This is an optimization exercise on Yosys and OpenROAD, whose aim is small area, a short achievable clock period and few clock cycles per item, not a production implementation.
The RTL was checked by simulation tests, not by an equivalence proof against the original design.
Power and IR drop assume default switching activity. No driver is modelled on the clock port, so clocking that relies on it looks cheaper here than on a real chip.

// data_mem_responder
module data_mem_responder #(
  parameter int ADDR_W = 8
) (
  input  logic              clk,
  input  logic              reset,
  input  logic              req_valid,
  output logic              req_ready,
  input  logic              req_we,
  input  logic [1:0]        req_whb,
  input  logic              req_signed,
  input  logic [ADDR_W-1:0] req_addr,
  input  logic [31:0]       req_wdata,
  output logic              rsp_valid,
  output logic [31:0]       rsp_rdata,
  output logic              rsp_err
);
  localparam int ROW_W = ADDR_W - 2;    
  localparam int ROWS  = 2 ** ROW_W;
  assign req_ready = 1'b1;
  assign rsp_err   = 1'b0;
  logic       a_v;
  logic       a_load;
  logic [1:0] a_whb;
  logic       a_sgn;
  logic [1:0] a_off;
  logic [7:0] a_hi [4];      
  logic [7:0] a_lo [4];      
  logic [3:0] a_wr;          
  logic [7:0] a_wb [4];
  logic [7:0] hi0, lo0, hi1, lo1;
  assign hi0 = 8'd1 << req_addr[7:5];
  assign lo0 = 8'd1 << req_addr[4:2];
  assign lo1 = {lo0[6:0], lo0[7]};
  assign hi1 = lo0[7] ? {hi0[6:0], hi0[7]} : hi0;
  always_ff @(posedge clk) begin
    a_v    <= req_valid & ~reset;
    a_load <= ~req_we;
    a_whb  <= req_whb;
  ...
For scale: ~6400 cells after synthesis, roughly 2200 flip-flops, ~77000 um2 of cells after synthesis.
clock: 8.0 ns
lec_check: 0
cap_margin: 20
core_margin: 2
core_utilization: 55
place_density: 0.68
slew_margin: 20
synth_hierarchical: 1
synth_minimum_keep_size: 0
standard.sh (not shown) runs the stock make flow with config.mk's settings and CLKGATE_MAP_FILE= SYNTH_SCRIPT=/design/flow/synth_recipe.tcl, a recipe that flattens the netlist after the stock synthesis.
==> flow/flow/run.sh <==
#!/bin/bash
# Layout flow: the standard ORFS flow (standard.sh, unchanged synthesis),
# with three settings changed through the environment:
#   - port buffers are buf_2 cells (the default pick is a delay cell),
#   - CTS clusters up to 30 sinks within 110 um and adds no dummy loads,
#   - setup repair aims for 5.25 ns of slack at the 8 ns clock.
# The whole output goes to standard_flow.log here; ORFS's per-step logs are
# under orfs/logs.
set -euo pipefail
export BUFFER_PORTS_ARGS="-buffer_cell sky130_fd_sc_hd__buf_2"
export CTS_ARGS="-sink_clustering_enable -repair_clock_nets -dont_use_dummy_load -sink_clustering_size 30 -sink_clustering_max_diameter 110"
export SETUP_SLACK_MARGIN=5.25
bash standard.sh > standard_flow.log 2>&1
Testbench counts at the start, summed over its fixed seeds: cycles 12,024, requests 12,000.
Change:
==> flow/flow/run.sh (replaced) <==
#!/bin/bash
# Layout flow: the standard ORFS flow (standard.sh, unchanged synthesis),
# with three settings changed through the environment:
#   - port buffers are buf_2 cells (the default pick is a delay cell),
#   - CTS clusters up to 27 sinks within 110 um and adds no dummy loads,
#   - setup repair aims for 5.3 ns of slack at the 8 ns clock.
# The whole output goes to standard_flow.log here; ORFS's per-step logs are
# under orfs/logs.
set -euo pipefail
export BUFFER_PORTS_ARGS="-buffer_cell sky130_fd_sc_hd__buf_2"
export CTS_ARGS="-sink_clustering_enable -repair_clock_nets -dont_use_dummy_load -sink_clustering_size 27 -sink_clustering_max_diameter 110"
export SETUP_SLACK_MARGIN=5.3
bash standard.sh > standard_flow.log 2>&1
CORE_UTILIZATION = 62   (was 55)
PLACE_DENSITY = 0.72   (was 0.68)
Effect: Power goes up by 1.0%. Clock skew went down by 0.0078 ns. Worst setup slack barely changes. Global-route usage is higher by 3.7 points.

Starting RTL as in the previous note.
==> flow/config.mk <==
export PLATFORM = sky130hd
export DESIGN_NAME = data_mem_responder
export DESIGN_NICKNAME = data_mem_responder
export VERILOG_FILES = /design/flow/design.v
export SDC_FILE = /design/flow/constraint.sdc
export NUM_CORES = 4
export LEC_CHECK = 0
export CAP_MARGIN = 20
export CORE_MARGIN = 2
export CORE_UTILIZATION = 62
export PLACE_DENSITY = 0.72
export SLEW_MARGIN = 20
export SYNTH_HIERARCHICAL = 1
export SYNTH_MINIMUM_KEEP_SIZE = 0
==> flow/constraint.sdc <==
create_clock -name core_clock -period 8.0 [get_ports {clk}]
set_input_delay 1.6000 -clock core_clock [delete_from_list [all_inputs] [get_ports {clk}]]
set_output_delay 1.6000 -clock core_clock [all_outputs]
set_load 0.01 [all_outputs]
==> flow/flow/run.sh <==
#!/bin/bash
# Layout flow: the standard ORFS flow (standard.sh, unchanged synthesis),
# with three settings changed through the environment:
#   - port buffers are buf_2 cells (the default pick is a delay cell),
#   - CTS clusters up to 30 sinks within 110 um and adds no dummy loads,
#   - setup repair aims for 5.25 ns of slack at the 8 ns clock.
# The whole output goes to standard_flow.log here; ORFS's per-step logs are
# under orfs/logs.
set -euo pipefail
export BUFFER_PORTS_ARGS="-buffer_cell sky130_fd_sc_hd__buf_2"
export CTS_ARGS="-sink_clustering_enable -repair_clock_nets -dont_use_dummy_load -sink_clustering_size 30 -sink_clustering_max_diameter 110"
export SETUP_SLACK_MARGIN=5.25
bash standard.sh > standard_flow.log 2>&1
Testbench counts at the start, summed over its fixed seeds: cycles 12,024, requests 12,000.
Next try:
--- a/flow/flow/run.sh
+++ b/flow/flow/run.sh
@@ -5,2 +5,2 @@
-#   - CTS clusters up to 30 sinks within 110 um and adds no dummy loads,
-#   - setup repair aims for 5.25 ns of slack at the 8 ns clock.
+#   - CTS clusters up to 27 sinks within 110 um and adds no dummy loads,
+#   - setup repair aims for 5.3 ns of slack at the 8 ns clock.
@@ -11,2 +11,2 @@
-export CTS_ARGS="-sink_clustering_enable -repair_clock_nets -dont_use_dummy_load -sink_clustering_size 30 -sink_clustering_max_diameter 110"
-export SETUP_SLACK_MARGIN=5.25
+export CTS_ARGS="-sink_clustering_enable -repair_clock_nets -dont_use_dummy_load -sink_clustering_size 27 -sink_clustering_max_diameter 110"
+export SETUP_SLACK_MARGIN=5.3
CORE_UTILIZATION = 55   (was 62)
PLACE_DENSITY = 0.68   (was 0.72)
After rerunning: The new run produced a clean layout. Utilization went down by 7.4 points. Cell count went up by about 2.7%. Design area stays flat. Wire length went down by about 0.43%. Clock skew went down by 24 ps. Non-clock buffer count went down by 13. Via count went down by 0.91%. Power went up by 1.3%. Global-route usage went down by 3.9 points. Sequential power hardly moves. Synthesized cell count stays the same.

-- what the ideal ports hide --
No port has a modelled driver above. Below, the same layouts with a new extraction and two added sets of constraints.
Step 1, drivers: a clkbuf_16 drives clk and a buf_2 each remaining input, both assumed.
Step 2 times the ports against the registers' clock, not the clock port: input delays grow and output delays shrink by t, the midpoint of the rising clock arrivals with the driver on.
Three values: ideal, step 1, step 2; two values: the first two.
| run | shift t [ns] | setup WS [ns] | hold WS [ns] | clock arrival spread, ns | worst data-port slew with drivers (ns) |
|---|---|---|---|---|---|
| the first run of note 1 | 0.800 | 5.157 / 5.137 / 4.576 | 0.333 / 0.333 / 0.333 | 0.071 / 0.071 | 0.16 |
| the second run of note 1 | 0.784 | 5.155 / 5.072 / 4.535 | 0.334 / 0.334 / 0.334 | 0.066 / 0.066 | 0.17 |
| the first run of note 2 | 0.762 | 5.181 / 5.142 / 4.610 | 0.341 / 0.341 / 0.341 | 0.078 / 0.078 | 0.19 |
| the second run of note 2 | 0.813 | 5.199 / 5.113 / 4.632 | 0.338 / 0.338 / 0.338 | 0.056 / 0.056 | 0.18 |
After both steps setup and hold are still met in every run listed. For the second run of note 1, which loses most, drivers alone change the setup slack by -0.083 ns; drivers and shift together by -0.620 ns.
